What follows belongs to an exercise in optimizing a design on an open flow for small area, a short achievable clock period and few clock cycles per item; a production flow would make more cautious choices.
RTL that was checked went through simulation tests only; none was proved equivalent to the original.
The RTL of runs 4 and 5 was laid out without a check of its function.

===== design/flow/design.v =====
`default_nettype none
package sm4TablesPkg;
  function automatic logic [1:0] gf4Mul(input logic [1:0] a, input logic [1:0] b);
    logic hh, ll, mm;
    hh = a[1] & b[1];
    ll = a[0] & b[0];
    mm = (a[1] ^ a[0]) & (b[1] ^ b[0]);
    gf4Mul = {mm ^ ll, hh ^ ll};
  endfunction
  function automatic logic [3:0] gf16Mul(input logic [3:0] a, input logic [3:0] b, input logic [1:0] nu);
    logic [1:0] hh, ll, mm;
    hh = gf4Mul(a[3:2], b[3:2]);
    ll = gf4Mul(a[1:0], b[1:0]);
    mm = gf4Mul(a[3:2] ^ a[1:0], b[3:2] ^ b[1:0]);
    gf16Mul = {mm ^ ll, gf4Mul(hh, nu) ^ ll};
  endfunction
  function automatic logic [3:0] gf16Inv2(input logic [3:0] a);
    case (a)
      4'd0: gf16Inv2 = 4'd0;
      4'd1: gf16Inv2 = 4'd1;
      4'd2: gf16Inv2 = 4'd3;
      4'd3: gf16Inv2 = 4'd2;
      4'd4: gf16Inv2 = 4'd15;
      4'd5: gf16Inv2 = 4'd12;
      4'd6: gf16Inv2 = 4'd9;
      4'd7: gf16Inv2 = 4'd11;
      4'd8: gf16Inv2 = 4'd10;
      4'd9: gf16Inv2 = 4'd6;
      4'd10: gf16Inv2 = 4'd8;
      4'd11: gf16Inv2 = 4'd7;
      4'd12: gf16Inv2 = 4'd5;
      4'd13: gf16Inv2 = 4'd14;
      4'd14: gf16Inv2 = 4'd13;
      4'd15: gf16Inv2 = 4'd4;
      default: gf16Inv2 = 4'd0;
    endcase
  endfunction
  function automatic logic [7:0] sbox(input logic [7:0] x);
    logic [7:0] t;
    logic [7:0] v;
    logic [3:0] ah, al, d, di;
    t[0] = x[1] ^ x[2] ^ x[5];
    t[1] = x[1] ^ x[4] ^ x[5] ^ x[6] ^ 1'b1;
    t[2] = x[2] ^ x[5] ^ x[7];
    t[3] = x[3] ^ x[4] ^ 1'b1;
    t[4] = x[0] ^ x[1] ^ x[2] ^ x[4] ^ x[6];
    t[5] = x[6] ^ 1'b1;
    t[6] = x[2] ^ x[7] ^ 1'b1;
    t[7] = x[0] ^ x[1] ^ x[2] ^ x[3] ^ x[4] ^ x[5] ^ x[6] ^ 1'b1;
    ah = t[7:4];
    al = t[3:0];
    d  = gf16Mul(ah, ah, 2'd2) ;
    d  = gf16Mul(d, 4'd9, 2'd2) ^ gf16Mul(ah, al, 2'd2) ^ gf16Mul(al, al, 2'd2);
    di = gf16Inv2(d);
    v  = {gf16Mul(ah, di, 2'd2), gf16Mul(ah ^ al, di, 2'd2)};
    sbox[0] = v[0] ^ v[2] ^ v[4] ^ v[6] ^ 1'b1;
    sbox[1] = v[0] ^ v[6] ^ 1'b1;
    sbox[2] = v[1] ^ v[2] ^ v[4] ^ v[5] ^ v[6];
    sbox[3] = v[0] ^ v[4] ^ v[6] ^ v[7];
    sbox[4] = v[1] ^ v[3] ^ v[7] ^ 1'b1;
    sbox[5] = v[1] ^ v[3] ^ v[5];
    sbox[6] = v[0] ^ v[1] ^ 1'b1;
    sbox[7] = v[0] ^ v[1] ^ v[2] ^ v[3] ^ v[5] ^ 1'b1;
  endfunction
  function automatic logic [31:0] ck(input logic [4:0] i);
    case (i)
      5'd0: ck = 32'h00070e15;
      5'd1: ck = 32'h1c232a31;
      5'd2: ck = 32'h383f464d;
      5'd3: ck = 32'h545b6269;
      5'd4: ck = 32'h70777e85;
      5'd5: ck = 32'h8c939aa1;
      5'd6: ck = 32'ha8afb6bd;
      5'd7: ck = 32'hc4cbd2d9;
      5'd8: ck = 32'he0e7eef5;
      5'd9: ck = 32'hfc030a11;
      5'd10: ck = 32'h181f262d;
      5'd11: ck = 32'h343b4249;
      5'd12: ck = 32'h50575e65;
      5'd13: ck = 32'h6c737a81;
      5'd14: ck = 32'h888f969d;
      5'd15: ck = 32'ha4abb2b9;
      5'd16: ck = 32'hc0c7ced5;
      5'd17: ck = 32'hdce3eaf1;
      5'd18: ck = 32'hf8ff060d;
      5'd19: ck = 32'h141b2229;
      5'd20: ck = 32'h30373e45;
      5'd21: ck = 32'h4c535a61;
      5'd22: ck = 32'h686f767d;
      5'd23: ck = 32'h848b9299;
      5'd24: ck = 32'ha0a7aeb5;
      5'd25: ck = 32'hbcc3cad1;
      5'd26: ck = 32'hd8dfe6ed;
      5'd27: ck = 32'hf4fb0209;
      5'd28: ck = 32'h10171e25;
      5'd29: ck = 32'h2c333a41;
      5'd30: ck = 32'h484f565d;
      5'd31: ck = 32'h646b7279;
      default: ck = 32'h0;
    endcase
  endfunction
  localparam logic [127:0] FK = {
    32'ha3b1bac6,
    32'h56aa3350,
    32'h677d9197,
    32'hb27022dc
  };
  function automatic logic [31:0] rotl(input logic [31:0] w, input int unsigned n);
    rotl = (w << n) | (w >> (32 - n));
  endfunction
  function automatic logic [31:0] tauSub(input logic [31:0] a);
    tauSub = {sbox(a[31:24]), sbox(a[23:16]), sbox(a[15:8]), sbox(a[7:0])};
  endfunction
  function automatic logic [31:0] dataT(input logic [31:0] x);
    logic [31:0] b;
    b = tauSub(x);
    dataT = b ^ rotl(b, 2) ^ rotl(b, 10) ^ rotl(b, 18) ^ rotl(b, 24);
  endfunction
  function automatic logic [31:0] keyT(input logic [31:0] x);
    logic [31:0] b;
    b = tauSub(x);
    keyT = b ^ rotl(b, 13) ^ rotl(b, 23);
  endfunction
endpackage
`default_nettype wire
`default_nettype none
package sm4CorePkg;
  localparam int WORD_W  = 32;
  localparam int BLOCK_W = 128;
  localparam int ROUNDS  = 32;
  localparam int ROUND_W = 5;
endpackage
`default_nettype wire
`default_nettype none
import sm4CorePkg::*;
module sm4Core (
  input  wire logic                             clk,
  input  wire logic                             rst_n,
  input  wire logic                             start,
  input  wire logic                             decrypt,
  input  wire logic [sm4CorePkg::BLOCK_W-1:0]   key,
  input  wire logic [sm4CorePkg::BLOCK_W-1:0]   textIn,
  output logic [sm4CorePkg::BLOCK_W-1:0]        textOut,
  output logic                                  done
);
  localparam logic [ROUND_W-1:0] CNT_LAST = ROUND_W'(ROUNDS - 1);
  logic               busy;
  logic               rounds;
  logic               decMode;
  logic               valid;
  logic [ROUND_W-1:0] cnt;
  logic [ROUND_W-1:0] cntNext;
  logic               accept;
  logic               hit;
  logic               lastRound;
  logic               toRounds;
  logic               keyBack;
  logic               saveEnd;
  logic [BLOCK_W-1:0] keyIn;
  logic [BLOCK_W-1:0] kw;
  logic [BLOCK_W-1:0] ko;
  assign keyIn     = key ^ sm4TablesPkg::FK;
  assign accept    = start && !busy;
  assign hit       = valid && (keyIn == kw);
  assign lastRound = busy && rounds && (cnt == '0);
  assign toRounds  = busy && !rounds && (!decMode || cnt == CNT_LAST);
  assign keyBack   = busy && decMode && rounds;
  always_comb
  begin
    if (accept)
      cntNext = hit ? (decrypt ? CNT_LAST : ROUND_W'(1)) : '0;
    else if (!busy || lastRound)
      cntNext = '0;
    else if (rounds ? decMode : (decMode && cnt == CNT_LAST))
      cntNext = rounds ? cnt - 1'b1 : cnt;
    else
      cntNext = cnt + 1'b1;
  end
  always_ff @(posedge clk or negedge rst_n)
  begin
    if (!rst_n)
    begin
      busy    <= 1'b0;
      rounds  <= 1'b0;
      decMode <= 1'b0;
      valid   <= 1'b0;
      cnt     <= '0;
      done    <= 1'b0;
    end
    else
    begin
      done <= lastRound;
      cnt  <= cntNext;
      if (accept)
      begin
        busy    <= 1'b1;
        rounds  <= hit;
        decMode <= decrypt;
      end
      else
      begin
        if (lastRound)
        begin
          busy  <= 1'b0;
          valid <= 1'b1;
        end
        if (toRounds)
          rounds <= 1'b1;
      end
    end
  end
  logic [WORD_W-1:0] ckReg;
  always_ff @(posedge clk)
    ckReg <= sm4TablesPkg::ck(cntNext);
  logic [WORD_W-1:0] k0, k1, k2, k3;
  logic [WORD_W-1:0] tk;
  logic [WORD_W-1:0] e0, e1, e2, e3;
  logic              stepFwd;
  logic              stepBack;
  logic              encEnd;
  assign {k0, k1, k2, k3} = kw;
  assign tk = sm4TablesPkg::keyT(k1 ^ k2 ^ (keyBack ? k0 : k3) ^ ckReg);
  assign encEnd   = lastRound && !decMode;
  assign stepFwd  = (accept && hit && !decrypt) || (busy && !keyBack && !encEnd);
  assign stepBack = busy && keyBack;
  always_comb
  begin
    if (accept && !hit)
      {e0, e1, e2, e3} = keyIn;
    else if ((accept && decrypt) || encEnd)
      {e0, e1, e2, e3} = ko;
    else if (stepFwd)
      {e0, e1, e2, e3} = {k1, k2, k3, k0};
    else if (stepBack)
      {e0, e1, e2, e3} = {k3, k0, k1, k2};
    else
      {e0, e1, e2, e3} = kw;
  end
  always_ff @(posedge clk)
    kw <= {(tk & {WORD_W{stepBack}}) ^ e0, e1, e2, (tk & {WORD_W{stepFwd}}) ^ e3};
  assign saveEnd = busy && (decMode ? (rounds && cnt == CNT_LAST)
                                    : (!rounds || cnt == '0));
  always_ff @(posedge clk)
  begin
    if ((accept && hit && !decrypt) || saveEnd)
      ko <= kw;
  end
  logic [WORD_W-1:0] x0, x1, x2, x3;
  logic [WORD_W-1:0] ty;
  logic              dataRound;
  assign dataRound = busy && rounds;
  assign ty = sm4TablesPkg::dataT(x1 ^ x2 ^ x3 ^ k3);
  always_ff @(posedge clk)
  begin
    if (accept)
      {x0, x1, x2} <= textIn[127:32];
    else if (dataRound)
      {x0, x1, x2} <= {x1, x2, x3};
  end
  always_ff @(posedge clk)
    x3 <= (ty & {WORD_W{dataRound}}) ^ (accept ? textIn[31:0] : (dataRound ? x0 : x3));
  assign textOut = {x3, x2, x1, x0};
endmodule
`default_nettype wire

===== design/flow/flow/run.sh =====
#!/bin/bash
# Own layout flow: the standard flow (standard.sh), with
#  - synthesis as standard.sh does it, except for the ABC mapping script
#    (flow/abc.script) used for the logic between the registers;
#  - the ORFS knobs in flow/knobs.txt added to the layout's make call.
# Registers, their names and cells are the standard synthesis's: the
# flip-flops are mapped before ABC runs and ABC does not touch them.
# Each tool's full output goes to a log file of its own in this folder.
set -euo pipefail
here=$(pwd)
fdir=$here/flow

# synthesis script: synth_recipe.tcl with ORFS's synth.tcl swapped for a copy
# whose abc call uses flow/abc.script.
sed "s#^  log_cmd abc {\*}\$abc_args#  set abc_args [lreplace \$abc_args 1 1 $fdir/abc.script]\n  log_cmd abc {*}\$abc_args#" \
  "$FLOW_HOME/scripts/synth.tcl" > "$here/own_synth.tcl"
grep -q "abc.script" "$here/own_synth.tcl"
sed "s#\$::env(SCRIPTS_DIR)/synth.tcl#$here/own_synth.tcl#" "$here/synth_recipe.tcl" > "$here/own_synth_recipe.tcl"
grep -q "own_synth.tcl" "$here/own_synth_recipe.tcl"

knobs=()
if [[ -f $fdir/knobs.txt ]]; then
  while IFS= read -r line; do
    [[ -n "$line" && "$line" != \#* ]] && knobs+=("$line")
  done < "$fdir/knobs.txt"
fi

bash standard.sh "SYNTH_SCRIPT=$here/own_synth_recipe.tcl" synth > "$here/synth.log" 2>&1
bash standard.sh "SYNTH_SCRIPT=$here/own_synth_recipe.tcl" "${knobs[@]}" finish > "$here/layout.log" 2>&1
test -f "$here/out/final.def"

===== design/flow/flow/abc.script =====
&get -n
&st
&dch
&nf
&st
&syn2
&if -g -K 6
&synch2
&nf
&st
&syn2
&if -g -K 6
&synch2
&nf
&st
&syn2
&if -g -K 6
&synch2
&nf
&st
&syn2
&if -g -K 6
&synch2
&nf
&st
&syn2
&if -g -K 6
&synch2
&nf
&put
buffer -c
topo
stime -c
upsize -c
dnsize -c

===== design/flow/flow/knobs.txt =====
BUFFER_PORTS_ARGS=-buffer_cell sky130_fd_sc_hd__buf_1

===== design/flow/standard.sh =====
#!/bin/bash
# synth_recipe.tcl (not shown) runs the flow's synth.tcl, then flattens the netlist and writes it again
# the make line also repeats each setting of config.mk as NAME=value (left out here)
make -C /OpenROAD-flow-scripts/flow DESIGN_CONFIG=/design/flow/config.mk WORK_HOME=/design/flow/orfs CLKGATE_MAP_FILE= SYNTH_SCRIPT=/design/flow/synth_recipe.tcl "${@:-finish}"

===== design/flow/config.mk =====
export PLATFORM = sky130hd
export DESIGN_NAME = sm4Core
export DESIGN_NICKNAME = sm4Core
export VERILOG_FILES = /design/flow/design.v
export SDC_FILE = /design/flow/constraint.sdc
export NUM_CORES = 8
export LEC_CHECK = 0
export CAP_MARGIN = 20
export CORE_MARGIN = 2
export CORE_UTILIZATION = 60
export CTS_CLUSTER_DIAMETER = 50
export CTS_CLUSTER_SIZE = 20
export SETUP_SLACK_MARGIN = 5
export SLEW_MARGIN = 20
export TNS_END_PERCENT = 0

===== design/flow/constraint.sdc =====
create_clock -name core_clock -period 11.0 [get_ports {clk}]
set_input_delay 2.2000 -clock core_clock [delete_from_list [all_inputs] [get_ports {clk}]]
set_output_delay 2.2000 -clock core_clock [all_outputs]
set_load 0.01 [all_outputs]

==> results_tabular.tex, run 1 <==
\begin{tabular}{lr}
\hline
Metric & Value \\
\hline
\multicolumn{2}{l}{\textbf{Min path}} \\
\quad Endpoint, Worst Hold & valid \\
\quad HP Class & reg2reg \\
\quad Hold path start & valid \\
\quad Hold depth & 1 \\
\multicolumn{2}{l}{\textbf{Placed design}} \\
\quad PortBufs & roughly 390 \\
\quad Post-placement cell count & approximately 5000 \\
\quad HPWL Detailed & 100500 um \\
\quad Worst Setup Slack post-DPL & roughly 2.1 ns \\
\quad Placed instance area & 40380 um2 \\
\quad Global placer's final weighted congestion & 1.000 \\
\multicolumn{2}{l}{\textbf{Setup path}} \\
\quad R2R Setup Slk & 4.46 ns \\
\quad Type of the worst setup path & reg2reg \\
\quad Startpoint of the most critical register-to-register path & x1[18] \\
\quad Crit path required time & 11.47 ns \\
\quad Category of the worst setup path capture point & flip-flop \\
\quad Worst path arrival time & 7.01 ns \\
\quad Crit path max fanout & 4 \\
\quad Type of element launching the critical path & flip-flop \\
\quad R2R Path End & x3[10] \\
\quad R2R depth & 23 \\
\multicolumn{2}{l}{\textbf{Routing}} \\
\quad Via-to-Cell Ratio & 6.331 \\
\quad Via count & 34520 \\
\quad Iter 0 DRT Violations & 4832 \\
\quad Average wire length per cell after detail routing & $\sim$26 um \\
\quad TritonRoute pass-1 iters & 9 \\
\quad Sum of routed wire length over all layers & 142900 um \\
\quad Remaining number of nets flagged by the antenna check after routing & 0 \\
\quad DRC violations left & 0 \\
\multicolumn{2}{l}{\textbf{STA}} \\
\quad RSZ-0062 raised after global routing & true \\
\quad Worst Hold Margin & 0.5558 ns \\
\quad Max Clock Skew & 0.02770 ns \\
\quad Total negative setup slack & 0 ns \\
\quad Tcrit/Tclk final & 0.5945 \\
\quad Final slew viol count & 0 \\
\quad Number of setup violations in the final report & 0 \\
\quad Timing-limited maximum frequency & 152.9 MHz \\
\quad Final Hold Vio Count & 0 \\
\quad Worst-margin pin slew & 1.121 ns \\
\quad Remaining max-slew budget at the tightest pin & 0.2524 \\
\quad Worst path setup slack after routing & 4.460 ns \\
\quad Post-layout minimum cycle time & $\sim$6.5 ns \\
\multicolumn{2}{l}{\textbf{Logic synthesis}} \\
\quad Sequential share of the synthesized area & 0.2933 \\
\quad Leading cell types by count after synthesis & sky130\_fd\_sc\_hd\_\_xnor2\_1 (600), sky130\_fd\_sc\_hd\_\_nand2\_1 (508), sky130\_fd\_sc\_hd\_\_edfxtp\_1 (288), sky130\_fd\_sc\_hd\_\_xor2\_1 (279), sky130\_fd\_sc\_hd\_\_nor2\_1 (278) \\
\quad Yosys synthesis warning count & 1 \\
\quad Syn Std Cell Area & 38330 um2 \\
\quad Most area-hungry cell type in the Yosys netlist & sky130\_fd\_sc\_hd\_\_edfxtp\_1 \\
\quad Count of distinct cell types in the synthesized netlist & 120 \\
\quad Most common cell in the netlist & sky130\_fd\_sc\_hd\_\_xnor2\_1 \\
\quad Syn Nets & 4342 \\
\quad EDFF count, synth & 288 \\
\quad Syn Area/Cell & 9.586 um2 \\
\quad Syn Inst Count & $\sim$4000 \\
\quad Total of flip-flops plus latches after synthesis & just over 400 \\
\quad Portion of synthesized cell area occupied by the leading cell type & 0.2256 \\
\quad Async SR Flop Fraction & 0.02410 \\
\quad Primary flip-flop cell chosen by synthesis mapping & sky130\_fd\_sc\_hd\_\_edfxtp\_1 \\
\quad Largest cells by area after synthesis & sky130\_fd\_sc\_hd\_\_edfxtp\_1 (23\%), sky130\_fd\_sc\_hd\_\_xnor2\_1 (14\%), sky130\_fd\_sc\_hd\_\_xor2\_1 (6.4\%) \\
\multicolumn{2}{l}{\textbf{Clocking}} \\
\quad TritonCTS Buffers & 45 \\
\quad Maximum number of buffers from clock root to sink & 3 \\
\quad Clock tree from TritonCTS & done \\
\quad Clock-pin transition on the worst setup and hold timing paths & 0.08 ns \\
\quad H-tree levels & 2 \\
\quad Clock Tree Root & sky130\_fd\_sc\_hd\_\_clkbuf\_16 \\
\quad Total of hold buffers inserted after clock tree synthesis & 0 \\
\quad Number of sinks driven by the clock tree & 415 \\
\quad Worst-Skew Late Latency & about 0.61 ns \\
\multicolumn{2}{l}{\textbf{Final layout}} \\
\quad Summed area of non-filler cells in the final layout & between 40000 and 50000 um2 \\
\quad Util after Layout & 0.7598 \\
\quad Area Overhead vs Synth & 25.05\% \\
\quad Storage cell area & between 10000 and 15000 um2 \\
\quad Post-layout net count & 4912 \\
\quad Fill cell instance count of the final layout & 4432 \\
\quad Share of final-layout standard cells stronger than drive strength 1 & 0.2196 \\
\quad Area used by multi-input combinational logic & between 20000 and 30000 um2 \\
\quad Non-filler cells, final & 5453 \\
\multicolumn{2}{l}{\textbf{GRT}} \\
\quad Pin count of the biggest net entering global routing & 192 \\
\quad Global-route congestion overflow total & 0 \\
\quad First-pass GRT wire length & 207900 um \\
\quad Antenna violations before repair & 3 \\
\quad Total track usage & 0.4158 \\
\quad Via count of the first global-routing pass & roughly 32000 \\
\multicolumn{2}{l}{\textbf{Outcome}} \\
\quad Outcome & no timing/DRC/antenna violations \\
\multicolumn{2}{l}{\textbf{Floorplanning}} \\
\quad Die span in x & 256.7 um \\
\quad Die height & 256.7 um \\
\quad Core outline area & between 60000 and 70000 um2 \\
\quad DIE AREA & 65920 um2 \\
\quad Effective utilization at floorplan & 0.6076 \\
\quad Number of primary I/O pins & 389 \\
\quad Number of cell rows & 92 \\
\multicolumn{2}{l}{\textbf{Run}} \\
\quad Max-Cap Viols & 0 \\
\hline
\end{tabular}
-- registers in the layout, indices dropped and copies added, names as in the netlist --
register and flops:
x1 32, x3 32, rounds 1, busy 1
decMode 1, cnt 5, x0 32, kw 128
ckReg 21, done 1, x2 32, valid 1
ko 128
-- routing by layer --
metal  part of all wire  track usage
met1               0.39       0.5749
met2               0.44       0.6191
met3               0.12       0.1009
met4              0.057       0.1862
met5                  0            0
-- critical path: stages, from the launching register on --
cell and delay (ns):
sky130_fd_sc_hd__edfxtp_1 0.52, sky130_fd_sc_hd__xnor2_2 0.23, sky130_fd_sc_hd__xnor2_4 0.35, sky130_fd_sc_hd__xnor3_1 0.51, sky130_fd_sc_hd__ha_1 0.25, sky130_fd_sc_hd__or4_1 0.53
sky130_fd_sc_hd__nand4_1 0.18, sky130_fd_sc_hd__xnor2_2 0.16, sky130_fd_sc_hd__xnor3_2 0.34, sky130_fd_sc_hd__buf_4 0.16, sky130_fd_sc_hd__ha_1 0.18, sky130_fd_sc_hd__nor2_1 0.11
sky130_fd_sc_hd__mux2i_1 0.12, sky130_fd_sc_hd__mux2_4 0.33, sky130_fd_sc_hd__a211oi_4 0.32, sky130_fd_sc_hd__or2_1 0.23, sky130_fd_sc_hd__nand2_1 0.11, sky130_fd_sc_hd__xnor2_2 0.30
sky130_fd_sc_hd__xor2_1 0.22, sky130_fd_sc_hd__xnor3_2 0.40, sky130_fd_sc_hd__xor2_4 0.25, sky130_fd_sc_hd__buf_4 0.16, sky130_fd_sc_hd__xnor2_1 0.32, sky130_fd_sc_hd__a21oi_1 0.11
-- cell families (layout without fill, tap and decap cells) --
| group | after synthesis | after routing | synth area share |
|---|---|---|---|
| simple gates | 1075 | 1078 | 0.1238 |
| xor+xnor | 1069 | 1069 | 0.3044 |
| compound gates | 762 | 762 | 0.1387 |
| flops | 415 | 415 | 0.2933 |
| buf+inv | 314 | 917 | 0.03379 |
| mux | 271 | 271 | 0.07652 |
| fa+ha+maj | 92 | 92 | 0.02951 |
| other cells | 0 | 3 | 0 |
-- cell type report --
| class | count | area share |
|---|---|---|
| repair buffers | 714 | 0.08986 |
| flip-flops and latches | 415 | 0.2358 |
| diodes | 3 | 0.0001566 |
| inverters | 120 | 0.009503 |
| clock buffers | 45 | 0.02350 |
| well taps | 846 | 0.02209 |
| multi-input cells | 3272 | 0.6098 |
| clock inverters | 38 | 0.009320 |
-- what timing repair did --
item,CTS,global route
gates cloned,7,0
endpoints found under the hold margin,0,0
setup buffers,243,45
pin swaps,208,99
gates resized for setup,459,110
setup endpoints to repair,221,223
-- worst max path at each step --
stage / end / cells past startpoint / slack (ns) / from
floorplan: kw[111] / 31 / 3.83 / busy
global placement: kw[12] / 27 / 2.34 / decMode
detailed placement: kw[12] / 27 / 2.13 / rounds
CTS: kw[1] / 32 / 4.66 / decMode
global route: x3[10] / 26 / 4.22 / x2[20]
finish: x3[10] / 23 / 4.46 / x1[18]
-- placed cells by master, fill, tap and decap left out, drive strengths merged, types with 121 or more instances in the layout --
cell type  synthesis  layout
a211oi           121     121
nor2             280     280
buf               67     710
edfxtp           288     288
inv              120     143
mux2i            247     247
xor2             288     288
nand2            509     510
a21oi            203     203
xnor2            670     670
Testbench counts, summed over its fixed seeds: cycles 55,796, blocks 1,600.
==> run 2, diff against run 1 <==
==> design/flow/config.mk (replaced) <==
export PLATFORM = sky130hd
export DESIGN_NAME = sm4Core
export DESIGN_NICKNAME = sm4Core
export VERILOG_FILES = /design/flow/design.v
export SDC_FILE = /design/flow/constraint.sdc
export NUM_CORES = 8
export LEC_CHECK = 0
export CAP_MARGIN = 0
export CORE_MARGIN = 2
export CORE_UTILIZATION = 60
export SETUP_SLACK_MARGIN = 5
export SLEW_MARGIN = 0
export TNS_END_PERCENT = 0
==> run 2 against run 1 <==
Against the previous run:
- still clean on timing, DRC and antenna
- synthesized cell count did not move
- area after synthesis unchanged
- setup slack worse by 0.081 ns
- critical path type is now in2reg
==> results_tabular.tex, run 2 <==
\begin{tabular}{lr}
\hline
Metric & Value \\
\hline
\multicolumn{2}{l}{\textbf{Logic synthesis}} \\
\quad Syn Nets & 4342 \\
\quad Most area-hungry cell type in the Yosys netlist & sky130\_fd\_sc\_hd\_\_edfxtp\_1 \\
\quad Most common cell in the netlist & sky130\_fd\_sc\_hd\_\_xnor2\_1 \\
\quad Largest cells by area after synthesis & sky130\_fd\_sc\_hd\_\_edfxtp\_1 (23\%), sky130\_fd\_sc\_hd\_\_xnor2\_1 (14\%), sky130\_fd\_sc\_hd\_\_xor2\_1 (6.4\%) \\
\quad Syn Inst Count & 3998 \\
\quad Primary flip-flop cell chosen by synthesis mapping & sky130\_fd\_sc\_hd\_\_edfxtp\_1 \\
\quad Async SR Flop Fraction & 0.02410 \\
\quad Sequential share of the synthesized area & 0.2933 \\
\quad Portion of synthesized cell area occupied by the leading cell type & 0.2256 \\
\quad Syn Std Cell Area & between 30000 and 40000 um2 \\
\quad EDFF count, synth & 288 \\
\quad Count of distinct cell types in the synthesized netlist & 120 \\
\quad Leading cell types by count after synthesis & sky130\_fd\_sc\_hd\_\_xnor2\_1 (600), sky130\_fd\_sc\_hd\_\_nand2\_1 (508), sky130\_fd\_sc\_hd\_\_edfxtp\_1 (288), sky130\_fd\_sc\_hd\_\_xor2\_1 (279), sky130\_fd\_sc\_hd\_\_nor2\_1 (278) \\
\quad Yosys synthesis warning count & 1 \\
\quad Syn Area/Cell & roughly 9.6 um2 \\
\quad Total of flip-flops plus latches after synthesis & 415 \\
\multicolumn{2}{l}{\textbf{Floorplanning}} \\
\quad DIE AREA & 65920 um2 \\
\quad Number of primary I/O pins & about 400 \\
\quad Die span in x & roughly 260 um \\
\quad Effective utilization at floorplan & 0.6076 \\
\quad Number of cell rows & 92 \\
\quad Die height & 256.7 um \\
\quad Core outline area & 63080 um2 \\
\multicolumn{2}{l}{\textbf{Final layout}} \\
\quad Leading cell type in the layout, fill and taps excluded & sky130\_fd\_sc\_hd\_\_nand2\_1 \\
\quad Share of final-layout standard cells stronger than drive strength 1 & 0.2006 \\
\quad Area Overhead vs Synth & 22.75\% \\
\quad Highest-count cells in the layout ignoring fill and taps & sky130\_fd\_sc\_hd\_\_nand2\_1 (502), sky130\_fd\_sc\_hd\_\_xnor2\_1 (458), sky130\_fd\_sc\_hd\_\_buf\_1 (388) \\
\quad Util after Layout & 0.7458 \\
\quad Post-layout net count & 4853 \\
\quad Registers with the most flip-flops & ko: 128 flops, kw: 128 flops \\
\multicolumn{2}{l}{\textbf{Min path}} \\
\quad HP Class & reg2reg \\
\multicolumn{2}{l}{\textbf{Routing}} \\
\quad Via count & 34170 \\
\quad TritonRoute pass-1 iters & 10 \\
\quad Iter 0 DRT Violations & 5054 \\
\quad Average wire length per cell after detail routing & 26.03 um \\
\quad Via-to-Cell Ratio & between 6 and 7 \\
\quad Sum of routed wire length over all layers & around 140000 um \\
\quad Remaining number of nets flagged by the antenna check after routing & 0 \\
\quad DRC violations left & 0 \\
\multicolumn{2}{l}{\textbf{Setup path}} \\
\quad Highest cell delay on the worst timing path & 0.47 ns \\
\quad Category of the worst setup path capture point & flip-flop \\
\quad Type of element launching the critical path & input port \\
\quad Crit-path leading delay family & simple AND/OR/NAND/NOR gates \\
\quad R2R Setup Slk & roughly 4.4 ns \\
\quad Crit path required time & approximately 12 ns \\
\quad Worst path arrival time & 7.14 ns \\
\quad Critical path cell sequence & buf\_1 > o22ai\_1 > a221oi\_1 > o2111ai\_1 > nand4b\_1 > nor4\_1 > nand3\_1 > nor4\_1 > buf\_4 > nand2\_1 > inv\_1 > nand2\_2 > nand2\_8 > buf\_6 > mux2i\_1 > a211oi\_1 > a21oi\_1 > nor2\_1 > a21oi\_1 > xor2\_4 \\
\quad Crit-path slowest cell & sky130\_fd\_sc\_hd\_\_buf\_6 \\
\quad Type of the worst setup path & in2reg \\
\quad Worst path buffer plus inverter count & 4 \\
\quad Crit path max fanout & 31 \\
\multicolumn{2}{l}{\textbf{GRT}} \\
\quad Via count of the first global-routing pass & 32100 \\
\quad First-pass GRT wire length & 206100 um \\
\quad Global-route congestion overflow total & 0 \\
\quad Antenna violations before repair & 5 \\
\quad Total track usage & 0.4128 \\
\quad Pin count of the biggest net entering global routing & 192 \\
\multicolumn{2}{l}{\textbf{Placed design}} \\
\quad Global placer's final weighted congestion & 1.000 \\
\quad HPWL Detailed & 100500 um \\
\quad PortBufs & just under 400 \\
\multicolumn{2}{l}{\textbf{Clocking}} \\
\quad Clock-pin transition on the worst setup and hold timing paths & 0.07 ns \\
\quad TritonCTS Buffers & 46 \\
\quad H-tree levels & 2 \\
\quad Maximum number of buffers from clock root to sink & 3 \\
\quad Clock Tree Root & sky130\_fd\_sc\_hd\_\_clkbuf\_16 \\
\quad Number of sinks driven by the clock tree & slightly above 400 \\
\quad Clock tree from TritonCTS & done \\
\quad Worst-Skew Late Latency & 0.61 ns \\
\multicolumn{2}{l}{\textbf{STA}} \\
\quad Max Clock Skew & 0.01680 ns \\
\quad Final slew viol count & 0 \\
\quad Number of setup violations in the final report & 0 \\
\quad RSZ-0062 raised after global routing & true \\
\quad Total negative setup slack & 0 ns \\
\quad Worst Hold Margin & between 0.5 and 0.6 ns \\
\quad Remaining max-slew budget at the tightest pin & 0.2318 \\
\quad Worst-margin pin slew & 1.150 ns \\
\quad Timing-limited maximum frequency & between 150 and 200 MHz \\
\quad Final Hold Vio Count & 0 \\
\quad Post-layout minimum cycle time & 6.621 ns \\
\quad Tcrit/Tclk final & 0.6019 \\
\multicolumn{2}{l}{\textbf{Run}} \\
\quad Max-Cap Viols & 0 \\
\multicolumn{2}{l}{\textbf{Outcome}} \\
\quad Outcome & no timing/DRC/antenna violations \\
\hline
\end{tabular}
-- run 2: cell type report --
class                           count  area, um2
Inverter                          120      452.9
Fill cell                        4583      16030
Clock inverter                     19      259.0
Tap cell                          846       1059
Clock buffer                       67       1455
Timing Repair Buffer              653       3752
Antenna cell                        3      7.507
Multi-Input combinational cell   3273      28770
Sequential cell                   415      11290
-- run 2: through the flow --
stage	area [um2]	worst slack, ns	instances
after floorplan	38330	3.832	3998
after global placement	40380	2.340	5072
after detailed placement	40380	2.131	5072
after CTS	46370	4.626	5365
after global routing	47050	4.148	5396
final	47050	4.379	5396
-- run 2: path summary, 6_finish.rpt --
check                         end  cells past startpoint     from
min in group asynchronous  cnt[1]                      1    rst_n
min reg2reg                x3[19]                      2   x3[19]
max                        kw[12]                     20  key[52]
max reg2reg                 kw[7]                     29   rounds
max in group asynchronous    busy                      1    rst_n
min                        x3[19]                      2   x3[19]
-- run 2: routing by layer --
layer / vias up / GRT usage / wire [um]
li1: 15160 / - / -
met1: 16470 / 0.5733 / 55040
met2: 2154 / 0.6168 / 61120
met3: 371 / 0.09302 / 16760
met4: 4 / 0.1846 / 7515
met5: - / 0 / 26
-- run 2: repair_timing --
item	in CTS	in global routing
gates cloned	8	0
hold buffers	0	0
endpoints found under the setup margin	221	222
pin swaps	191	66
gates resized for setup	416	73
setup buffers	199	28
-- run 2: worst min-delay path, cell delays in order (launching register included) --
cell and delay (ns):
sky130_fd_sc_hd__dfxtp_1 0.36, sky130_fd_sc_hd__nand2_1 0.07, sky130_fd_sc_hd__a31oi_1 0.07
-- run 2: cells by family after synthesis --
| logic type | after synthesis | synth area share |
|---|---|---|
| AOI/OAI and AO/OA | 762 | 0.1387 |
| xor gates and xnor gates | 1069 | 0.3044 |
| adders and majority gates | 92 | 0.02951 |
| buffers and inverters | 314 | 0.03379 |
| DFF | 415 | 0.2933 |
| muxes | 271 | 0.07652 |
| and+or+nand+nor | 1075 | 0.1238 |
==> run 3, diff against run 2 <==
==> design/flow/flow/abc.script (replaced) <==
strash
dch
map -B 0.9
topo
stime -c
buffer -c
upsize -c
dnsize -c
--- a/design/flow/config.mk
+++ b/design/flow/config.mk
@@ -6,8 +6,8 @@
 export NUM_CORES = 8
 export LEC_CHECK = 0
-export CAP_MARGIN = 0
+export CAP_MARGIN = 20
 export CORE_MARGIN = 2
 export CORE_UTILIZATION = 60
 export SETUP_SLACK_MARGIN = 5
-export SLEW_MARGIN = 0
+export SLEW_MARGIN = 20
 export TNS_END_PERCENT = 0
==> run 3 against run 2 <==
Against the previous run:
- critical endpoint is now kw[7]
- fmax up 5.5%
- core utilization down 2.4 points
- non-clock buffer count shrank 70
- area after synthesis rose by 14%
- flip-flop and latch count is the same
- final area up 12%
- highest routed layer unchanged
- routed wire length grew 36%
- still clean
==> results_tabular.tex, run 3 <==
\begin{tabular}{lr}
\hline
Metric & Value \\
\hline
\multicolumn{2}{l}{\textbf{Outcome}} \\
\quad Outcome & no timing/DRC/antenna violations \\
\multicolumn{2}{l}{\textbf{STA}} \\
\quad Final Hold Vio Count & 0 \\
\quad Timing-limited maximum frequency & 159.3 MHz \\
\quad RSZ-0062 raised after global routing & true \\
\quad Remaining max-slew budget at the tightest pin & 0.2160 \\
\quad Post-layout minimum cycle time & 6.278 ns \\
\quad Max Clock Skew & between 0.02 and 0.03 ns \\
\quad Number of setup violations in the final report & 0 \\
\quad Final slew viol count & 0 \\
\quad Tcrit/Tclk final & 0.5707 \\
\quad Worst Hold Margin & 0.5304 ns \\
\quad Worst-margin pin slew & 1.164 ns \\
\quad Total negative setup slack & 0 ns \\
\multicolumn{2}{l}{\textbf{Logic synthesis}} \\
\quad Syn Inst Count & 7248 \\
\quad Largest cells by area after synthesis & sky130\_fd\_sc\_hd\_\_nand2\_1 (27\%), sky130\_fd\_sc\_hd\_\_edfxtp\_1 (20\%), sky130\_fd\_sc\_hd\_\_nand3\_1 (11\%) \\
\quad Most common cell in the netlist & sky130\_fd\_sc\_hd\_\_nand2\_1 \\
\quad Syn Nets & 7592 \\
\quad Async SR Flop Fraction & 0.02410 \\
\quad Leading cell types by count after synthesis & sky130\_fd\_sc\_hd\_\_nand2\_1 (3168), sky130\_fd\_sc\_hd\_\_nand3\_1 (947), sky130\_fd\_sc\_hd\_\_inv\_1 (740), sky130\_fd\_sc\_hd\_\_edfxtp\_1 (288), sky130\_fd\_sc\_hd\_\_o21ai\_0 (287) \\
\quad Primary flip-flop cell chosen by synthesis mapping & sky130\_fd\_sc\_hd\_\_edfxtp\_1 \\
\quad Sequential share of the synthesized area & 0.2562 \\
\quad Total of flip-flops plus latches after synthesis & between 400 and 500 \\
\quad Portion of synthesized cell area occupied by the leading cell type & 0.2710 \\
\quad Syn Std Cell Area & around 44000 um2 \\
\quad Yosys synthesis warning count & 1 \\
\quad Syn Area/Cell & 6.055 um2 \\
\quad EDFF count, synth & 288 \\
\quad Count of distinct cell types in the synthesized netlist & 59 \\
\quad Most area-hungry cell type in the Yosys netlist & sky130\_fd\_sc\_hd\_\_nand2\_1 \\
\multicolumn{2}{l}{\textbf{Final layout}} \\
\quad Area Overhead vs Synth & 19.56\% \\
\quad Area used by multi-input combinational logic & roughly 32000 um2 \\
\quad Highest-count cells in the layout ignoring fill and taps & sky130\_fd\_sc\_hd\_\_nand2\_1 (2859), sky130\_fd\_sc\_hd\_\_nand3\_1 (880), sky130\_fd\_sc\_hd\_\_inv\_1 (703) \\
\quad Fill cell instance count of the final layout & 6239 \\
\quad Leading cell type in the layout, fill and taps excluded & sky130\_fd\_sc\_hd\_\_nand2\_1 \\
\quad Util after Layout & 0.7216 \\
\quad Share of final-layout standard cells stronger than drive strength 1 & 0.1479 \\
\quad Post-layout net count & 8058 \\
\quad Storage cell area & 11310 um2 \\
\quad Registers with the most flip-flops & ko: 128 flops, kw: 128 flops \\
\multicolumn{2}{l}{\textbf{Clocking}} \\
\quad H-tree levels & 2 \\
\quad Clock Tree Root & sky130\_fd\_sc\_hd\_\_clkbuf\_16 \\
\quad Maximum number of buffers from clock root to sink & 3 \\
\quad Total of hold buffers inserted after clock tree synthesis & 0 \\
\quad Clock-pin transition on the worst setup and hold timing paths & 0.06 ns \\
\quad Worst-Skew Late Latency & between 0.6 and 0.7 ns \\
\quad Clock tree from TritonCTS & done \\
\quad Number of sinks driven by the clock tree & 415 \\
\quad TritonCTS Buffers & 51 \\
\multicolumn{2}{l}{\textbf{Setup path}} \\
\quad Highest cell delay on the worst timing path & about 0.39 ns \\
\quad Type of the worst setup path & in2reg \\
\quad Most Frequent Cell on Critical Path & sky130\_fd\_sc\_hd\_\_nand2\_1 \\
\quad Crit path max fanout & 90 \\
\quad Crit path required time & 11.55 ns \\
\quad Crit-path slowest cell & sky130\_fd\_sc\_hd\_\_o21ai\_0 \\
\quad Worst path buffer plus inverter count & 4 \\
\quad Critical path cell sequence & buf\_1 > nand2\_1 > o21ai\_0 > a211o\_1 > nor4\_1 > nand4\_1 > nor4\_1 > nand4\_1 > buf\_4 > nor2\_1 > nand2\_1 > nand2\_1 > nand2\_4 > buf\_6 > nand2\_1 > o21ai\_0 > o21ai\_0 > o21a\_1 > inv\_1 > nand3\_1 > nand2\_1 \\
\quad Category of the worst setup path capture point & flip-flop \\
\quad Crit-path leading delay family & simple AND/OR/NAND/NOR gates \\
\quad Type of element launching the critical path & input port \\
\quad Worst path arrival time & between 6 and 7 ns \\
\multicolumn{2}{l}{\textbf{Routing}} \\
\quad DRC violations left & 0 \\
\quad Via count & 54040 \\
\quad Remaining number of nets flagged by the antenna check after routing & 0 \\
\quad TritonRoute pass-1 iters & 19 \\
\quad Average wire length per cell after detail routing & 21.86 um \\
\quad Via-to-Cell Ratio & 6.190 \\
\quad Iter 0 DRT Violations & 8150 \\
\quad Sum of routed wire length over all layers & 190800 um \\
\multicolumn{2}{l}{\textbf{Floorplanning}} \\
\quad Number of primary I/O pins & just under 400 \\
\quad Die height & 274.4 um \\
\quad Number of cell rows & roughly 100 \\
\quad Die span in x & 274.4 um \\
\quad Effective utilization at floorplan & 0.6035 \\
\quad Core outline area & 72710 um2 \\
\quad DIE AREA & 75320 um2 \\
\multicolumn{2}{l}{\textbf{GRT}} \\
\quad Via count of the first global-routing pass & 46540 \\
\quad Pin count of the biggest net entering global routing & 95 \\
\quad Global-route congestion overflow total & 0 \\
\quad First-pass GRT wire length & 269200 um \\
\quad Total track usage & 0.4668 \\
\quad Antenna violations before repair & 16 \\
\multicolumn{2}{l}{\textbf{Placed design}} \\
\quad PortBufs & $\sim$390 \\
\quad HPWL Detailed & 136300 um \\
\quad Global placer's final weighted congestion & between 1 and 1.5 \\
\multicolumn{2}{l}{\textbf{Run}} \\
\quad Max-Cap Viols & 0 \\
\multicolumn{2}{l}{\textbf{Min path}} \\
\quad HP Class & reg2reg \\
\hline
\end{tabular}
==> run 3: changes by cell type after synthesis, sizes merged, moves of 88 or more <==
cell	delta
a211oi	-119
a21oi	-117
inv	+683
mux2i	-247
nand2	+2839
nand3	+931
o21ai	+210
xnor2	-541
xnor3	-88
xor2	-115
==> run 3: cell type report <==
| type | count | share of cell area |
|---|---|---|
| Antenna cell | 14 | 0.0006677 |
| Sequential cell | 415 | 0.2156 |
| Multi-Input combinational cell | 5856 | 0.6023 |
| Clock inverter | 26 | 0.005866 |
| Timing Repair Buffer | 583 | 0.06694 |
| Clock buffer | 70 | 0.02685 |
| Tap cell | 959 | 0.02287 |
| Inverter | 807 | 0.05893 |
==> run 3: routing by layer <==
metal,global-route usage,vias up,wire length (um)
met5,0,-,161
met4,0.3305,18,18260
met3,0.1327,1068,27190
met2,0.7140,3842,79930
met1,0.5642,24490,65290
li1,-,24620,-
==> run 3: stage by stage <==
step | setup slack (ns) | cell area, um2 | instances
after floorplan | 4.327 | 43890 | 7248
after global placement | 3.856 | 46000 | 8440
after detailed placement | 3.620 | 46000 | 8440
after CTS | 4.899 | 48820 | 8574
after global routing | 4.667 | 52440 | 8719
final | 4.722 | 52470 | 8730
==> run 3: repair_timing <==
| item | in CTS | in global routing |
|---|---|---|
| resized for setup | 136 | 599 |
| pin swaps | 12 | 162 |
| cloned | 9 | 9 |
| buffers inserted | 29 | 133 |
| endpoints found under the setup margin | 135 | 270 |
==> run 3: worst paths after layout <==
path,from,to,slack [ns],cells after the start
min reg2reg,kw[126],ko[126],0.53,0
min,kw[126],ko[126],0.53,0
max reg2reg,rounds,kw[15],5.00,46
max in group asynchronous,rst_n,busy,8.88,1
min in group asynchronous,rst_n,done,1.60,1
max,key[4],kw[7],4.72,21
==> run 3: cells by family after synthesis <==
group	count (synthesis)	share of synthesized area
simple gates	4730	0.4615
buf+inv	983	0.08702
xor+xnor	302	0.06780
flops	415	0.2562
compound gates	734	0.1036
fa+ha+maj	84	0.02395
==> run 4, diff against run 3 <==
--- a/design/flow/design.v
+++ b/design/flow/design.v
@@ -15,23 +15,23 @@
     gf16Mul = {mm ^ ll, gf4Mul(hh, nu) ^ ll};
   endfunction
-  function automatic logic [3:0] gf16Inv2(input logic [3:0] a);
+  function automatic logic [3:0] gf16Inv3(input logic [3:0] a);
     case (a)
-      4'd0: gf16Inv2 = 4'd0;
-      4'd1: gf16Inv2 = 4'd1;
-      4'd2: gf16Inv2 = 4'd3;
-      4'd3: gf16Inv2 = 4'd2;
-      4'd4: gf16Inv2 = 4'd15;
-      4'd5: gf16Inv2 = 4'd12;
-      4'd6: gf16Inv2 = 4'd9;
-      4'd7: gf16Inv2 = 4'd11;
-      4'd8: gf16Inv2 = 4'd10;
-      4'd9: gf16Inv2 = 4'd6;
-      4'd10: gf16Inv2 = 4'd8;
-      4'd11: gf16Inv2 = 4'd7;
-      4'd12: gf16Inv2 = 4'd5;
-      4'd13: gf16Inv2 = 4'd14;
-      4'd14: gf16Inv2 = 4'd13;
-      4'd15: gf16Inv2 = 4'd4;
-      default: gf16Inv2 = 4'd0;
+      4'd0: gf16Inv3 = 4'd0;
+      4'd1: gf16Inv3 = 4'd1;
+      4'd2: gf16Inv3 = 4'd3;
+      4'd3: gf16Inv3 = 4'd2;
+      4'd4: gf16Inv3 = 4'd10;
+      4'd5: gf16Inv3 = 4'd8;
+      4'd6: gf16Inv3 = 4'd14;
+      4'd7: gf16Inv3 = 4'd13;
+      4'd8: gf16Inv3 = 4'd5;
+      4'd9: gf16Inv3 = 4'd11;
+      4'd10: gf16Inv3 = 4'd4;
+      4'd11: gf16Inv3 = 4'd9;
+      4'd12: gf16Inv3 = 4'd15;
+      4'd13: gf16Inv3 = 4'd7;
+      4'd14: gf16Inv3 = 4'd6;
+      4'd15: gf16Inv3 = 4'd12;
+      default: gf16Inv3 = 4'd0;
     endcase
   endfunction
@@ -40,26 +40,26 @@
     logic [7:0] v;
     logic [3:0] ah, al, d, di;
-    t[0] = x[1] ^ x[2] ^ x[5];
-    t[1] = x[1] ^ x[4] ^ x[5] ^ x[6] ^ 1'b1;
-    t[2] = x[2] ^ x[5] ^ x[7];
-    t[3] = x[3] ^ x[4] ^ 1'b1;
-    t[4] = x[0] ^ x[1] ^ x[2] ^ x[4] ^ x[6];
-    t[5] = x[6] ^ 1'b1;
+    t[0] = x[1] ^ x[2] ^ x[4] ^ x[5] ^ 1'b1;
+    t[1] = x[1] ^ x[4] ^ 1'b1;
+    t[2] = x[5] ^ 1'b1;
+    t[3] = x[0] ^ x[1] ^ x[2] ^ x[5] ^ x[6];
+    t[4] = x[2] ^ x[3] ^ x[5] ^ x[7];
+    t[5] = x[2] ^ x[6] ^ x[7];
     t[6] = x[2] ^ x[7] ^ 1'b1;
     t[7] = x[0] ^ x[1] ^ x[2] ^ x[3] ^ x[4] ^ x[5] ^ x[6] ^ 1'b1;
     ah = t[7:4];
     al = t[3:0];
-    d  = gf16Mul(ah, ah, 2'd2) ;
-    d  = gf16Mul(d, 4'd9, 2'd2) ^ gf16Mul(ah, al, 2'd2) ^ gf16Mul(al, al, 2'd2);
-    di = gf16Inv2(d);
-    v  = {gf16Mul(ah, di, 2'd2), gf16Mul(ah ^ al, di, 2'd2)};
-    sbox[0] = v[0] ^ v[2] ^ v[4] ^ v[6] ^ 1'b1;
-    sbox[1] = v[0] ^ v[6] ^ 1'b1;
-    sbox[2] = v[1] ^ v[2] ^ v[4] ^ v[5] ^ v[6];
-    sbox[3] = v[0] ^ v[4] ^ v[6] ^ v[7];
-    sbox[4] = v[1] ^ v[3] ^ v[7] ^ 1'b1;
-    sbox[5] = v[1] ^ v[3] ^ v[5];
-    sbox[6] = v[0] ^ v[1] ^ 1'b1;
-    sbox[7] = v[0] ^ v[1] ^ v[2] ^ v[3] ^ v[5] ^ 1'b1;
+    d  = gf16Mul(ah, ah, 2'd3) ;
+    d  = gf16Mul(d, 4'd8, 2'd3) ^ gf16Mul(ah, al, 2'd3) ^ gf16Mul(al, al, 2'd3);
+    di = gf16Inv3(d);
+    v  = {gf16Mul(ah, di, 2'd3), gf16Mul(ah ^ al, di, 2'd3)};
+    sbox[0] = v[0] ^ v[3] ^ 1'b1;
+    sbox[1] = v[0] ^ v[2] ^ v[3] ^ v[4] ^ v[7] ^ 1'b1;
+    sbox[2] = v[1] ^ v[4] ^ v[6] ^ v[7];
+    sbox[3] = v[0] ^ v[2] ^ v[3] ^ v[6] ^ v[7];
+    sbox[4] = v[1] ^ v[2] ^ v[3] ^ v[5] ^ v[6] ^ 1'b1;
+    sbox[5] = v[1] ^ v[2] ^ v[3] ^ v[7];
+    sbox[6] = v[0] ^ v[1] ^ v[3] ^ v[4] ^ v[5] ^ v[7] ^ 1'b1;
+    sbox[7] = v[0] ^ v[1] ^ v[2] ^ v[4] ^ 1'b1;
   endfunction
   function automatic logic [31:0] ck(input logic [4:0] i);
==> design/flow/flow/abc.script (replaced) <==
&get -n
&st
&dch
&nf
&st
&syn2
&if -g -K 6
&synch2
&nf
&st
&syn2
&if -g -K 6
&synch2
&nf
&st
&syn2
&if -g -K 6
&synch2
&nf
&st
&syn2
&if -g -K 6
&synch2
&nf
&st
&syn2
&if -g -K 6
&synch2
&nf
&put
buffer -c
topo
stime -c
upsize -c
dnsize -c
==> run 4 against run 3 <==
Against the previous run:
- register-to-register slack lost 0.77 ns
- global-route usage decreased by 5.3 points
- routed wire length down 27%
- non-clock buffer count rose by 17
- via count down 35%
- count of clock-buffer cells in the layout decreased by 3
- synthesized cell count decreased by 43%
- highest routed layer unchanged
==> results_tabular.tex, run 4 <==
\begin{tabular}{lr}
\hline
Metric & Value \\
\hline
\multicolumn{2}{l}{\textbf{Outcome}} \\
\quad Outcome & no timing/DRC/antenna violations \\
\multicolumn{2}{l}{\textbf{STA}} \\
\quad Worst-margin pin slew & 1.058 ns \\
\quad Max Clock Skew & 0.03947 ns \\
\quad Number of setup violations in the final report & 0 \\
\quad Tcrit/Tclk final & 0.6360 \\
\quad Total negative setup slack & 0 ns \\
\quad RSZ-0062 raised after global routing & true \\
\quad Timing-limited maximum frequency & 142.9 MHz \\
\quad Remaining max-slew budget at the tightest pin & 0.2948 \\
\quad Final Hold Vio Count & 0 \\
\quad Final slew viol count & 0 \\
\quad Post-layout minimum cycle time & roughly 7.0 ns \\
\multicolumn{2}{l}{\textbf{Min path}} \\
\quad Endpoint, Worst Hold & ko[35] \\
\quad Hold depth & 0 \\
\quad HP Class & reg2reg \\
\quad Hold path start & kw[35] \\
\multicolumn{2}{l}{\textbf{Floorplanning}} \\
\quad Effective utilization at floorplan & 0.6095 \\
\quad Number of cell rows & about 90 \\
\quad Die span in x & about 250 um \\
\quad Core outline area & 61940 um2 \\
\quad DIE AREA & 64940 um2 \\
\quad Die height & 254.8 um \\
\quad Number of primary I/O pins & roughly 390 \\
\multicolumn{2}{l}{\textbf{Final layout}} \\
\quad Registers with the most flip-flops & ko: 128 flops, kw: 128 flops \\
\quad Area Overhead vs Synth & 21.73\% \\
\quad Fill cell instance count of the final layout & 4577 \\
\quad Leading cell type in the layout, fill and taps excluded & sky130\_fd\_sc\_hd\_\_xnor2\_1 \\
\quad Share of final-layout standard cells stronger than drive strength 1 & 0.1707 \\
\quad Post-layout net count & 4899 \\
\quad Highest-count cells in the layout ignoring fill and taps & sky130\_fd\_sc\_hd\_\_xnor2\_1 (525), sky130\_fd\_sc\_hd\_\_nand2\_1 (513), sky130\_fd\_sc\_hd\_\_buf\_1 (388) \\
\multicolumn{2}{l}{\textbf{GRT}} \\
\quad Pin count of the biggest net entering global routing & 83 \\
\quad Layer carrying the most global-route usage & met2 \\
\quad First-pass GRT wire length & 201400 um \\
\quad Total track usage & 0.4139 \\
\quad Met2 layer usage reported by global route & 0.5976 \\
\quad Global-route met1 utilization & 0.5819 \\
\quad Global-route congestion overflow total & 0 \\
\quad Via count of the first global-routing pass & 31570 \\
\quad Antenna violations before repair & 4 \\
\quad Fraction of met3 tracks used by global routing & 0.1102 \\
\multicolumn{2}{l}{\textbf{Logic synthesis}} \\
\quad Largest cells by area after synthesis & sky130\_fd\_sc\_hd\_\_edfxtp\_1 (23\%), sky130\_fd\_sc\_hd\_\_xnor2\_1 (16\%), sky130\_fd\_sc\_hd\_\_xor2\_1 (6.9\%) \\
\quad Async SR Flop Fraction & 0.02410 \\
\quad Total of flip-flops plus latches after synthesis & between 400 and 500 \\
\quad Leading cell types by count after synthesis & sky130\_fd\_sc\_hd\_\_xnor2\_1 (681), sky130\_fd\_sc\_hd\_\_nand2\_1 (517), sky130\_fd\_sc\_hd\_\_nor2\_1 (311), sky130\_fd\_sc\_hd\_\_xor2\_1 (297), sky130\_fd\_sc\_hd\_\_edfxtp\_1 (288) \\
\quad Most area-hungry cell type in the Yosys netlist & sky130\_fd\_sc\_hd\_\_edfxtp\_1 \\
\quad Primary flip-flop cell chosen by synthesis mapping & sky130\_fd\_sc\_hd\_\_edfxtp\_1 \\
\quad Count of distinct cell types in the synthesized netlist & 116 \\
\quad Most common cell in the netlist & sky130\_fd\_sc\_hd\_\_xnor2\_1 \\
\quad Syn Inst Count & slightly above 4000 \\
\quad EDFF count, synth & around 290 \\
\quad Syn Area/Cell & just over 9 um2 \\
\quad Syn Std Cell Area & 37750 um2 \\
\quad Syn Nets & around 4500 \\
\quad Yosys synthesis warning count & 1 \\
\quad Portion of synthesized cell area occupied by the leading cell type & 0.2291 \\
\quad Sequential share of the synthesized area & 0.2978 \\
\multicolumn{2}{l}{\textbf{Setup path}} \\
\quad Crit path required time & $\sim$12 ns \\
\quad R2R depth & 27 \\
\quad R2R Setup Slk & 4.23 ns \\
\quad Startpoint of the most critical register-to-register path & busy \\
\quad Type of element launching the critical path & input port \\
\quad Crit path max fanout & 38 \\
\quad R2R Path End & kw[14] \\
\quad Type of the worst setup path & in2reg \\
\quad Worst path arrival time & 7.50 ns \\
\quad Category of the worst setup path capture point & flip-flop \\
\multicolumn{2}{l}{\textbf{Clocking}} \\
\quad Clock Tree Root & sky130\_fd\_sc\_hd\_\_clkbuf\_16 \\
\quad Total of hold buffers inserted after clock tree synthesis & 0 \\
\quad Number of sinks driven by the clock tree & 415 \\
\quad Worst-Skew Late Latency & 0.63 ns \\
\quad H-tree levels & 2 \\
\quad Clock-pin transition on the worst setup and hold timing paths & $\sim$0.06 ns \\
\quad TritonCTS Buffers & 48 \\
\quad Clock tree from TritonCTS & done \\
\quad Maximum number of buffers from clock root to sink & 3 \\
\multicolumn{2}{l}{\textbf{Placed design}} \\
\quad PortBufs & 388 \\
\quad HPWL Detailed & 101200 um \\
\quad Global placer's final weighted congestion & 1.049 \\
\multicolumn{2}{l}{\textbf{Routing}} \\
\quad Iter 0 DRT Violations & roughly 4800 \\
\quad TritonRoute pass-1 iters & 9 \\
\quad Via-to-Cell Ratio & 6.398 \\
\quad DRC violations left & 0 \\
\quad Average wire length per cell after detail routing & $\sim$26 um \\
\quad Via count & 34970 \\
\quad Remaining number of nets flagged by the antenna check after routing & 0 \\
\quad Sum of routed wire length over all layers & 140200 um \\
\multicolumn{2}{l}{\textbf{Run}} \\
\quad Max-Cap Viols & 0 \\
\hline
\end{tabular}
-- run 4: cell types whose count changed after synthesis, sizes merged, moves of 138 or more --
cell / delta
nand3: -924
xor2: +138
xnor2: +600
inv: -677
nand2: -2831
o21ai: -192
mux2i: +227
-- run 4: how the worst max path moves through the flow --
| stage | from | endpoint | slack, ns | cells past startpoint |
|---|---|---|---|---|
| 3_3_place_gp | decMode | kw[98] | 2.36 | 25 |
| 4_1_cts | rounds | kw[98] | 4.36 | 27 |
| 5_1_grt | busy | kw[120] | 3.97 | 27 |
| 6_report | key[104] | kw[2] | 4.00 | 13 |
| 2_1_floorplan | busy | kw[108] | 4.16 | 29 |
| 3_5_place_dp | decMode | kw[98] | 2.15 | 25 |
-- run 4: kinds of logic after synthesis --
kind of cell	share of synthesized area
AOI/OAI and AO/OA	0.1545
DFF	0.2978
and+or+nand+nor	0.1355
buffers and inverters	0.03530
muxes	0.06924
adders and majority gates	0.01989
xor gates and xnor gates	0.2878
-- run 4: worst max-delay path, cell delays in order --
cell and delay, ns:
sky130_fd_sc_hd__buf_1 0.26, sky130_fd_sc_hd__xor2_1 0.19, sky130_fd_sc_hd__nor4_1 0.80, sky130_fd_sc_hd__nand4_1 0.32
sky130_fd_sc_hd__nor4_1 0.35, sky130_fd_sc_hd__nand4_1 0.38, sky130_fd_sc_hd__or3_1 0.61, sky130_fd_sc_hd__nand2_4 0.61
sky130_fd_sc_hd__buf_4 0.48, sky130_fd_sc_hd__nand2_1 0.68, sky130_fd_sc_hd__nor2_1 0.29, sky130_fd_sc_hd__mux2i_1 0.11
sky130_fd_sc_hd__xnor2_1 0.12
-- run 4: layout make-up --
| class | count | area [um2] | share of cell area |
|---|---|---|---|
| repair buffers | 600 | 3219 | 0.07006 |
| inverters | 127 | 490.5 | 0.01067 |
| well taps | 837 | 1047 | 0.02279 |
| clock inverters | 23 | 247.7 | 0.005391 |
| diodes | 2 | 5.005 | 0.0001089 |
| flip-flops and latches | 415 | 11280 | 0.2454 |
| multi-input cells | 3395 | 28250 | 0.6147 |
| clock buffers | 67 | 1418 | 0.03085 |
-- run 4: stage by stage --
stage | hold slack (ns) | util | instance area, um2 | setup slack (ns) | std cells
2_1_floorplan | 0.4029 | - | 37830 | 4.161 | 4139
3_3_place_gp | 0.4985 | 0.6433 | 39850 | 2.365 | 5197
3_5_place_dp | 0.4947 | 0.6433 | 39850 | 2.154 | 5197
4_1_cts | 0.5130 | 0.7227 | 44760 | 4.359 | 5404
5_1_grt | 0.5209 | 0.7418 | 45950 | 3.970 | 5464
6_report | 0.5125 | 0.7419 | 45950 | 4.004 | 5466
-- run 4: per-layer routing --
layer	vias to the layer above	wire length, um
li1	15580	-
met1	16760	55140
met2	2231	59910
met3	399	17810
met4	6	7299
met5	-	35
-- run 4: what timing repair did --
action	in CTS	in global routing
buffers inserted	113	59
endpoints found under the setup margin	169	271
gates resized for setup	338	109
gates cloned	4	1
pin swaps	95	78
==> run 5, diff against run 4 <==
--- a/design/flow/design.v
+++ b/design/flow/design.v
@@ -40,10 +40,10 @@
     logic [7:0] v;
     logic [3:0] ah, al, d, di;
-    t[0] = x[1] ^ x[2] ^ x[4] ^ x[5] ^ 1'b1;
-    t[1] = x[1] ^ x[4] ^ 1'b1;
-    t[2] = x[5] ^ 1'b1;
-    t[3] = x[0] ^ x[1] ^ x[2] ^ x[5] ^ x[6];
-    t[4] = x[2] ^ x[3] ^ x[5] ^ x[7];
-    t[5] = x[2] ^ x[6] ^ x[7];
+    t[0] = x[0] ^ x[2] ^ x[3] ^ x[5] ^ x[7] ^ 1'b1;
+    t[1] = x[1] ^ x[2] ^ x[5] ^ x[6] ^ x[7] ^ 1'b1;
+    t[2] = x[0] ^ x[1] ^ x[2] ^ x[3] ^ x[4] ^ x[6];
+    t[3] = x[2] ^ x[3] ^ x[4] ^ x[7];
+    t[4] = x[3] ^ x[5] ^ 1'b1;
+    t[5] = x[0] ^ x[1] ^ x[3] ^ x[4] ^ x[5] ^ x[7] ^ 1'b1;
     t[6] = x[2] ^ x[7] ^ 1'b1;
     t[7] = x[0] ^ x[1] ^ x[2] ^ x[3] ^ x[4] ^ x[5] ^ x[6] ^ 1'b1;
@@ -51,15 +51,15 @@
     al = t[3:0];
     d  = gf16Mul(ah, ah, 2'd3) ;
-    d  = gf16Mul(d, 4'd8, 2'd3) ^ gf16Mul(ah, al, 2'd3) ^ gf16Mul(al, al, 2'd3);
+    d  = gf16Mul(d, 4'd11, 2'd3) ^ gf16Mul(ah, al, 2'd3) ^ gf16Mul(al, al, 2'd3);
     di = gf16Inv3(d);
     v  = {gf16Mul(ah, di, 2'd3), gf16Mul(ah ^ al, di, 2'd3)};
-    sbox[0] = v[0] ^ v[3] ^ 1'b1;
-    sbox[1] = v[0] ^ v[2] ^ v[3] ^ v[4] ^ v[7] ^ 1'b1;
-    sbox[2] = v[1] ^ v[4] ^ v[6] ^ v[7];
-    sbox[3] = v[0] ^ v[2] ^ v[3] ^ v[6] ^ v[7];
-    sbox[4] = v[1] ^ v[2] ^ v[3] ^ v[5] ^ v[6] ^ 1'b1;
-    sbox[5] = v[1] ^ v[2] ^ v[3] ^ v[7];
-    sbox[6] = v[0] ^ v[1] ^ v[3] ^ v[4] ^ v[5] ^ v[7] ^ 1'b1;
-    sbox[7] = v[0] ^ v[1] ^ v[2] ^ v[4] ^ 1'b1;
+    sbox[0] = v[0] ^ v[2] ^ v[3] ^ v[5] ^ v[6] ^ 1'b1;
+    sbox[1] = v[0] ^ v[3] ^ v[4] ^ v[5] ^ 1'b1;
+    sbox[2] = v[1] ^ v[3] ^ v[5] ^ v[6];
+    sbox[3] = v[0] ^ v[3] ^ v[5];
+    sbox[4] = v[1] ^ v[2] ^ v[4] ^ v[6] ^ 1'b1;
+    sbox[5] = v[1] ^ v[2] ^ v[4] ^ v[5];
+    sbox[6] = v[0] ^ v[1] ^ v[2] ^ v[5] ^ v[6] ^ v[7] ^ 1'b1;
+    sbox[7] = v[0] ^ v[1] ^ v[3] ^ v[7] ^ 1'b1;
   endfunction
   function automatic logic [31:0] ck(input logic [4:0] i);
==> run 5 against run 4 <==
Against the previous run:
- first-iteration DRC count fell by 2.6%
- fmax barely moved
- core utilization rose by 4.4 points
- flip-flop and latch count did not move
- register-to-register slack got worse by 0.23 ns
- still clean on timing, DRC and antenna
- die area rose by 1.8%
==> results_tabular.tex, run 5 <==
\begin{tabular}{lr}
\hline
Metric & Value \\
\hline
\multicolumn{2}{l}{\textbf{Outcome}} \\
\quad Outcome & no timing/DRC/antenna violations \\
\multicolumn{2}{l}{\textbf{STA}} \\
\quad Remaining max-slew budget at the tightest pin & 0.2165 \\
\quad Post-layout minimum cycle time & about 7 ns \\
\multicolumn{2}{l}{\textbf{Setup path}} \\
\quad Type of the worst setup path & reg2reg \\
\quad Worst path arrival time & about 7.5 ns \\
\quad Highest cell delay on the worst timing path & 0.54 ns \\
\multicolumn{2}{l}{\textbf{Placed design}} \\
\quad Placed instance area & 40500 um2 \\
\multicolumn{2}{l}{\textbf{Clocking}} \\
\quad TritonCTS Buffers & 50 \\
\multicolumn{2}{l}{\textbf{Final layout}} \\
\quad Area Overhead vs Synth & 29.25\% \\
\quad Registers with the most flip-flops & ko: 128 flops, kw: 128 flops \\
\quad Post-layout net count & 5025 \\
\quad Non-filler cells, final & 5595 \\
\multicolumn{2}{l}{\textbf{Routing}} \\
\quad Sum of routed wire length over all layers & 148200 um \\
\quad Average wire length per cell after detail routing & about 26 um \\
\multicolumn{2}{l}{\textbf{GRT}} \\
\quad Global-route congestion overflow total & 0 \\
\multicolumn{2}{l}{\textbf{Floorplanning}} \\
\quad Number of cell rows & 92 \\
\multicolumn{2}{l}{\textbf{Logic synthesis}} \\
\quad Syn Nets & between 4000 and 5000 \\
\quad Portion of synthesized cell area occupied by the leading cell type & 0.2250 \\
\quad Main combinational cell family by area after synthesis & XOR/XNOR gates \\
\multicolumn{2}{l}{\textbf{Run}} \\
\quad Max-Cap Viols & 0 \\
\hline
\end{tabular}
==> run 5: cell count changes after synthesis, moves of 16 or more <==
cell | previous run | this run
sky130_fd_sc_hd__nor2_1 | 311 | 244
sky130_fd_sc_hd__nor2b_1 | 27 | 11
sky130_fd_sc_hd__xnor2_2 | 39 | 73
sky130_fd_sc_hd__xnor3_1 | 40 | 62
sky130_fd_sc_hd__xor2_1 | 297 | 252
sky130_fd_sc_hd__xnor2_1 | 681 | 645
sky130_fd_sc_hd__a21oi_1 | 210 | 171
sky130_fd_sc_hd__xor2_2 | 14 | 35
sky130_fd_sc_hd__nand2_1 | 517 | 535
==> run 5: cells by family after synthesis <==
logic type	Yosys count
compound gates	812
buf+inv	329
simple gates	1083
flops	415
mux	260
fa+ha+maj	70
xor+xnor	1099
==> run 5: area by class of cell <==
cell class / instances / area share
clock inverters: 21 / 0.005742
inverters: 134 / 0.01035
flip-flops and latches: 415 / 0.2279
well taps: 846 / 0.02131
multi-input cells: 3328 / 0.6105
repair buffers: 776 / 0.09625
diodes: 3 / 0.0001511
clock buffers: 72 / 0.02785
==> run 5: what timing repair did <==
item,CTS,global route
setup buffers,254,95
hold buffers,0,0
endpoints found under the setup margin,160,132
resized for setup,511,166
cloned,9,0
pin swaps,222,142
==> run 5: metrics by stage <==
stage / setup slack [ns]
after global placement: 2.177
final: 4.001
after CTS: 4.423
after global routing: 3.876
after detailed placement: 2.133
after floorplan: 4.099
==> run 5: worst max-delay path by stage <==
| stage | to | depth (start not counted) | slack, ns | from |
|---|---|---|---|---|
| CTS | kw[22] | 29 | 4.42 | decMode |
| global placement | kw[6] | 25 | 2.18 | decMode |
| finish | kw[18] | 29 | 4.00 | decMode |
| floorplan | x3[24] | 27 | 4.10 | kw[3] |
| detailed placement | kw[6] | 25 | 2.13 | decMode |
| global route | kw[30] | 28 | 3.88 | decMode |
==> run 5: routing by layer <==
metal / global-route usage / wire (um)
met4: 0.2479 / 10640
met2: 0.6307 / 65300
met3: 0.1007 / 17140
met1: 0.5573 / 55050
met5: 0 / 47

==> what the ideal ports hide <==
The flow's constraints put no driver on any port. The routed layouts listed below were extracted and timed again, unchanged, in two steps.
Step 1 assumes that a clkbuf_16 drives the clock port and a buf_2 every other input.
Step 2 moves the port delays by t, midway between the first and last clock arrival at a register: inputs arrive t later, outputs are due t later. That takes back most of the time a late clock gives input paths.
Slacks: ideal / step 1 / step 2; pairs: ideal / step 1.
run	t, ns	setup WS [ns]	hold WS [ns]	worst setup path after step 2	worst data-port slew with drivers (ns)
run 1	0.667	4.460 / 4.460 / 3.951	0.556 / 0.556 / 0.556	input to register	0.24
run 2	0.667	4.379 / 4.382 / 3.741	0.556 / 0.556 / 0.556	input to register	0.25
run 3	0.712	4.722 / 4.770 / 4.058	0.530 / 0.530 / 0.530	input to register	0.21
run 4	0.675	4.004 / 4.039 / 3.364	0.512 / 0.512 / 0.512	input to register	0.09
run 5	0.700	4.001 / 4.001 / 3.662	0.556 / 0.556 / 0.556	input to register	0.14
After both steps setup and hold are still met in every run listed. The setup slack of run 3, which loses most, moves by +0.048 ns with the drivers and by -0.664 ns with both steps.
